This is an optimization exercise on Yosys and OpenROAD, whose aim is small area and a short achievable clock period, not a production implementation. Where RTL was checked, it was by simulation tests only, not by an equivalence proof against the original. No activity file was given, so power comes from the tool's default toggle rates.

==> module opcodeWindow, before the edit <==
module opcodeWindow (
    input  logic                        clk,
    input  logic                        reset,
    input  logic [7:0]                  instr,
    input  logic                        canSend,
    output logic [wlcPkg::EntryW-1:0]   pushData,
    output logic                        push,
    output logic [15:0]                 droppedWindows
);
    logic       valid;
    logic [6:0] opcode;
    logic       isCompute, isMem, isControl;
    logic       ended;         
    logic [3:0] total;         
    logic [3:0] totalEff;
    logic [4:0] idleSeq;       
    logic       vCompute, vMem, vControl;    
    logic windowFull, idleFire, windowEnd;
    assign valid  = instr[7];
    assign opcode = instr[6:0];
    assign isCompute = (opcode == wlcPkg::OpAluReg) || (opcode == wlcPkg::OpAluImm);
    assign isMem     = (opcode == wlcPkg::OpLoad) || (opcode == wlcPkg::OpStore);
    assign isControl = (opcode == wlcPkg::OpBranch) || (opcode == wlcPkg::OpJal) ||
                       (opcode == wlcPkg::OpJalr);
    assign totalEff   = ended ? 4'd0 : total;
    assign windowFull = valid && (totalEff == 4'd15);
    assign idleFire   = !valid && (idleSeq == 5'd31);
    assign windowEnd  = windowFull || idleFire;
    always_ff @(posedge clk) begin
        if (!reset) begin
            ended          <= 1'b1;
            idleSeq        <= 5'd8;
            push           <= 1'b0;
            droppedWindows <= '0;
        end else begin
            ended   <= windowEnd;
            if (valid) begin
                idleSeq <= 5'd8;
            end else if (idleSeq != 5'd0) begin
                idleSeq <= idleSeq + 5'd1;
            end
            push    <= windowEnd && canSend;
            if (windowEnd && !canSend) begin
                droppedWindows <= droppedWindows + 16'd1;
            end
        end
    end
    logic [7:0] computeY, memY, controlY;
    logic       computeOdd, memOdd, controlOdd;
    logic [7:0] computeYInc, memYInc, controlYInc;
    logic [7:0] computeYNext, memYNext, controlYNext;
    logic       computeOddNext, memOddNext, controlOddNext;
    assign computeYInc = computeY + (vCompute ? {4'd0, 3'b110, computeOdd} : 8'd0);
    assign memYInc     = memY + (vMem ? {4'd0, 3'b110, memOdd} : 8'd0);
    assign controlYInc = controlY + (vControl ? {4'd0, 3'b110, controlOdd} : 8'd0);
    assign computeYNext   = ended ? 8'd0 : computeYInc;
    assign memYNext       = ended ? 8'd0 : memYInc;
    assign controlYNext   = ended ? 8'd0 : controlYInc;
    assign computeOddNext = !ended && (computeOdd ^ vCompute);
    assign memOddNext     = !ended && (memOdd ^ vMem);
    assign controlOddNext = !ended && (controlOdd ^ vControl);
    logic [7:0]  divY;
    logic        divOdd;
    logic [7:0]  dividendLow;
    logic [3:0]  remCur;
    logic [4:0]  rem2;
    logic        qBit;
    logic [3:0]  rem;
    logic [22:0] quot;
    logic [23:0] tolls;
    always_comb begin
        case (idleSeq[4:3])
            2'd1:    begin divY = computeYNext; divOdd = computeOddNext; end
            2'd2:    begin divY = memYNext;     divOdd = memOddNext;     end
            default: begin divY = controlYNext; divOdd = controlOddNext; end
        endcase
    end
    assign dividendLow = {divY[3:0], divOdd, 3'd0};
    assign remCur   = (idleSeq[2:0] == 3'd0) ? divY[7:4] : rem;
    assign rem2     = {remCur, dividendLow[3'd7 - idleSeq[2:0]]};
    assign qBit     = (totalEff != 4'd0) && (rem2 >= 5'(totalEff));
    assign tolls    = {quot, qBit};
    always_ff @(posedge clk) begin
        total      <= valid ? totalEff + 4'd1 : totalEff;
        vCompute   <= valid && isCompute;
        vMem       <= valid && isMem;
        vControl   <= valid && isControl;
        computeOdd <= computeOddNext;
        memOdd     <= memOddNext;
        controlOdd <= controlOddNext;
        if (idleFire) begin
            computeY <= tolls[23:16];
            memY     <= tolls[15:8];
            controlY <= tolls[7:0];
        end else begin
            computeY <= computeYNext;
            memY     <= memYNext;
            controlY <= controlYNext;
        end
        rem  <= qBit ? 4'(rem2 - 5'(totalEff)) : rem2[3:0];
        quot <= tolls[22:0];
    end
    assign pushData = {computeYInc, memYInc, controlYInc, !idleSeq[3]};
endmodule
==> module summaryFifo, before the edit <==
module summaryFifo (
    input  logic                        clk,
    input  logic                        reset,
    input  logic                        push,
    input  logic [wlcPkg::EntryW-1:0]   pushData,
    input  logic                        pop,
    output logic [wlcPkg::EntryW-1:0]   headData,
    output logic                        headValid,
    output logic                        canSend,
    output logic                        creditReturn
);
    logic [wlcPkg::EntryW-1:0] mem [4];
    logic [2:0] rdPtr;     
    logic [2:0] wrPtr;
    logic [2:0] queued;
    assign headData  = mem[rdPtr[1:0]];
    assign headValid = (rdPtr != wrPtr);
    assign queued    = wrPtr - rdPtr;
    assign canSend   = (queued + 3'(push) + 3'(creditReturn)) < 3'd4;
    always_ff @(posedge clk) begin
        if (!reset) begin
            rdPtr        <= '0;
            wrPtr        <= '0;
            creditReturn <= 1'b0;
        end else begin
            creditReturn <= pop;
            if (push) wrPtr <= wrPtr + 3'd1;
            if (pop)  rdPtr <= rdPtr + 3'd1;
        end
    end
    always_ff @(posedge clk) begin
        if (push) begin
            mem[wrPtr[1:0]] <= pushData;
        end
    end
endmodule
==> module wlcTop, before the edit <==
module wlcTop #(
    parameter int WindowLen     = wlcPkg::DefWindowLen,
    parameter int IdleLimit     = wlcPkg::DefIdleLimit,
    parameter int FifoDepth     = wlcPkg::DefFifoDepth,
    parameter int ConfThreshold = wlcPkg::DefConfThreshold
) (
    input  logic                 clk,
    input  logic                 reset,
    input  logic [7:0]           instr,    
    input  logic                 resultReady,
    output logic [30:0]          result,   
    output logic                 resultValid,
    output logic                 classificationValid,
    output logic [15:0]          classificationCount,
    output logic [15:0]          droppedWindows
);
    logic [wlcPkg::EntryW-1:0] pushData;
    logic [wlcPkg::EntryW-1:0] headData;
    logic push;
    logic headValid;
    logic pop;
    logic creditReturn;
    logic canSend;
    opcodeWindow u_window (
        .clk            (clk),
        .reset          (reset),
        .instr          (instr),
        .canSend        (canSend),
        .pushData       (pushData),
        .push           (push),
        .droppedWindows (droppedWindows)
    );
    summaryFifo u_fifo (
        .clk          (clk),
        .reset        (reset),
        .push         (push),
        .pushData     (pushData),
        .pop          (pop),
        .headData     (headData),
        .headValid    (headValid),
        .canSend      (canSend),
        .creditReturn (creditReturn)
    );
    formatDecider u_decider (
        .clk                 (clk),
        .reset               (reset),
        .headData            (headData),
        .headValid           (headValid),
        .resultReady         (resultReady),
        .pop                 (pop),
        .result              (result),
        .resultValid         (resultValid),
        .classificationValid (classificationValid),
        .classificationCount (classificationCount)
    );
endmodule
Settings: LEC_CHECK=0, CAP_MARGIN=20, CORE_MARGIN=2, CORE_UTILIZATION=70, SLEW_MARGIN=20; clock period 45.0 ns.
standard.sh (not shown) runs the stock make flow with config.mk's settings and CLKGATE_MAP_FILE= SYNTH_SCRIPT=/design/flow/synth_recipe.tcl, a recipe that flattens the netlist after the stock synthesis.
==> flow/flow/run.sh <==
#!/bin/bash
# Standard synthesis, then its combinational logic re-mapped for area (the
# flip-flops untouched), then the standard layout with plain buf_1 port
# buffers, a clock tree of fewer leaf clusters, and timing repair aimed well
# past the clock period's needs so the port paths get sized.
set -euo pipefail
ARGS=(
  "BUFFER_PORTS_ARGS=-buffer_cell sky130_fd_sc_hd__buf_1"
  "CTS_ARGS=-sink_clustering_enable -repair_clock_nets -buf_list sky130_fd_sc_hd__clkbuf_8 -sink_clustering_size 20 -sink_clustering_max_diameter 50 -dont_use_dummy_load"
  SETUP_SLACK_MARGIN=34.9
)
bash standard.sh "${ARGS[@]}" synth > synth.log 2>&1
RES=orfs/results/$FLOW_PLATFORM/wlcTop/base
cp $RES/1_2_yosys.v standard_synth.v
RESYN_INPUT=standard_synth.v RESYN_NETLIST=resyn.v yosys -c flow/resyn.tcl > resyn.log 2>&1
cp resyn.v $RES/1_2_yosys.v
rm -f $RES/1_synth.odb
bash standard.sh "${ARGS[@]}" finish > standard.log 2>&1
Other scripts of this flow, unchanged in this note and not shown: flow/flow/resyn.abc, flow/flow/resyn.tcl
Then changed:
--- a/flow/design.v
+++ b/flow/design.v
@@ -21,11 +21,12 @@
 module opcodeWindow (
     input  logic                        clk,
     input  logic                        reset,
     input  logic [7:0]                  instr,
-    input  logic                        canSend,
+    input  logic                        creditReturn,
     output logic [wlcPkg::EntryW-1:0]   pushData,
     output logic                        push,
+    output logic                        noCredits,
     output logic [15:0]                 droppedWindows
 );
     logic       valid;
     logic [6:0] opcode;
@@ -33,10 +34,11 @@
     logic       ended;         
     logic [3:0] total;         
     logic [3:0] totalEff;
     logic [4:0] idleSeq;       
+    logic [3:0] credits;       
     logic       vCompute, vMem, vControl;    
-    logic windowFull, idleFire, windowEnd;
+    logic windowFull, idleFire, windowEnd, canSend;
     assign valid  = instr[7];
     assign opcode = instr[6:0];
     assign isCompute = (opcode == wlcPkg::OpAluReg) || (opcode == wlcPkg::OpAluImm);
     assign isMem     = (opcode == wlcPkg::OpLoad) || (opcode == wlcPkg::OpStore);
@@ -45,12 +47,18 @@
     assign totalEff   = ended ? 4'd0 : total;
     assign windowFull = valid && (totalEff == 4'd15);
     assign idleFire   = !valid && (idleSeq == 5'd31);
     assign windowEnd  = windowFull || idleFire;
+    assign canSend    = credits[0];
+    assign noCredits  = !canSend;
+    logic [3:0] creditsKeep, creditsSend;
+    assign creditsKeep = creditReturn ? {credits[2:0], 1'b1} : credits;
+    assign creditsSend = creditReturn ? credits : {1'b0, credits[3:1]};
     always_ff @(posedge clk) begin
         if (!reset) begin
             ended          <= 1'b1;
             idleSeq        <= 5'd8;
+            credits        <= 4'b1111;
             push           <= 1'b0;
             droppedWindows <= '0;
         end else begin
             ended   <= windowEnd;
@@ -58,8 +66,9 @@
                 idleSeq <= 5'd8;
             end else if (idleSeq != 5'd0) begin
                 idleSeq <= idleSeq + 5'd1;
             end
+            credits <= (windowEnd && canSend) ? creditsSend : creditsKeep;
             push    <= windowEnd && canSend;
             if (windowEnd && !canSend) begin
                 droppedWindows <= droppedWindows + 16'd1;
             end
@@ -127,35 +136,32 @@
     input  logic                        reset,
     input  logic                        push,
     input  logic [wlcPkg::EntryW-1:0]   pushData,
     input  logic                        pop,
+    input  logic                        noCredits,
     output logic [wlcPkg::EntryW-1:0]   headData,
     output logic                        headValid,
-    output logic                        canSend,
     output logic                        creditReturn
 );
     logic [wlcPkg::EntryW-1:0] mem [4];
-    logic [2:0] rdPtr;     
-    logic [2:0] wrPtr;
-    logic [2:0] queued;
-    assign headData  = mem[rdPtr[1:0]];
-    assign headValid = (rdPtr != wrPtr);
-    assign queued    = wrPtr - rdPtr;
-    assign canSend   = (queued + 3'(push) + 3'(creditReturn)) < 3'd4;
+    logic [1:0] rdPtr;
+    logic [1:0] wrPtr;
+    assign headData  = mem[rdPtr];
+    assign headValid = (rdPtr != wrPtr) || (noCredits && !push && !creditReturn);
     always_ff @(posedge clk) begin
         if (!reset) begin
             rdPtr        <= '0;
             wrPtr        <= '0;
             creditReturn <= 1'b0;
         end else begin
             creditReturn <= pop;
-            if (push) wrPtr <= wrPtr + 3'd1;
-            if (pop)  rdPtr <= rdPtr + 3'd1;
+            if (push) wrPtr <= wrPtr + 2'd1;
+            if (pop)  rdPtr <= rdPtr + 2'd1;
         end
     end
     always_ff @(posedge clk) begin
         if (push) begin
-            mem[wrPtr[1:0]] <= pushData;
+            mem[wrPtr] <= pushData;
         end
     end
 endmodule
 module formatDecider (
@@ -251,27 +257,28 @@
     logic push;
     logic headValid;
     logic pop;
     logic creditReturn;
-    logic canSend;
+    logic noCredits;
     opcodeWindow u_window (
         .clk            (clk),
         .reset          (reset),
         .instr          (instr),
-        .canSend        (canSend),
+        .creditReturn   (creditReturn),
         .pushData       (pushData),
         .push           (push),
+        .noCredits      (noCredits),
         .droppedWindows (droppedWindows)
     );
     summaryFifo u_fifo (
         .clk          (clk),
         .reset        (reset),
         .push         (push),
         .pushData     (pushData),
         .pop          (pop),
+        .noCredits    (noCredits),
         .headData     (headData),
         .headValid    (headValid),
-        .canSend      (canSend),
         .creditReturn (creditReturn)
     );
     formatDecider u_decider (
         .clk                 (clk),
=> Die area drops slightly; setup slack gets worse by 0.0043 ns; global-route usage drops by 0.24 points; design area drops slightly; first-iteration DRC count drops by roughly a tenth; power drops slightly; non-clock buffer count climbs by 1; wire length climbs slightly; count of clock-buffer cells in the layout stays the same; area after synthesis drops slightly.
Only the layout flow was run in the first run of this note; the RTL was not checked for function there.

## afterwards: timing with drivers on the ports
The flow's constraints put no driver on any port. The routed layouts listed below were extracted and timed again, unchanged, in two steps.
Step 1 assumes that a clkbuf_16 drives the clock port and a buf_2 every other input.
Step 2 adds t to the input delays and takes it off the output delays; t is the mean of the earliest and latest rising clock arrival at the registers after step 1. Input paths then give back, and output paths get back, about the clock's delay inside the block.
Slacks: ideal ports / drivers / drivers and shift; pairs: ideal ports / drivers.
run	t, ns	slack for setup (ns)	worst register clock-pin slew, ns
the first run	0.549	34.937 / 34.898 / 34.509	0.11 / 0.11
the second run	0.528	34.933 / 34.897 / 34.501	0.11 / 0.11
After both steps setup and hold are still met in every run listed. The setup slack of the second run, which loses most, moves by -0.036 ns with the drivers and by -0.432 ns with both steps.
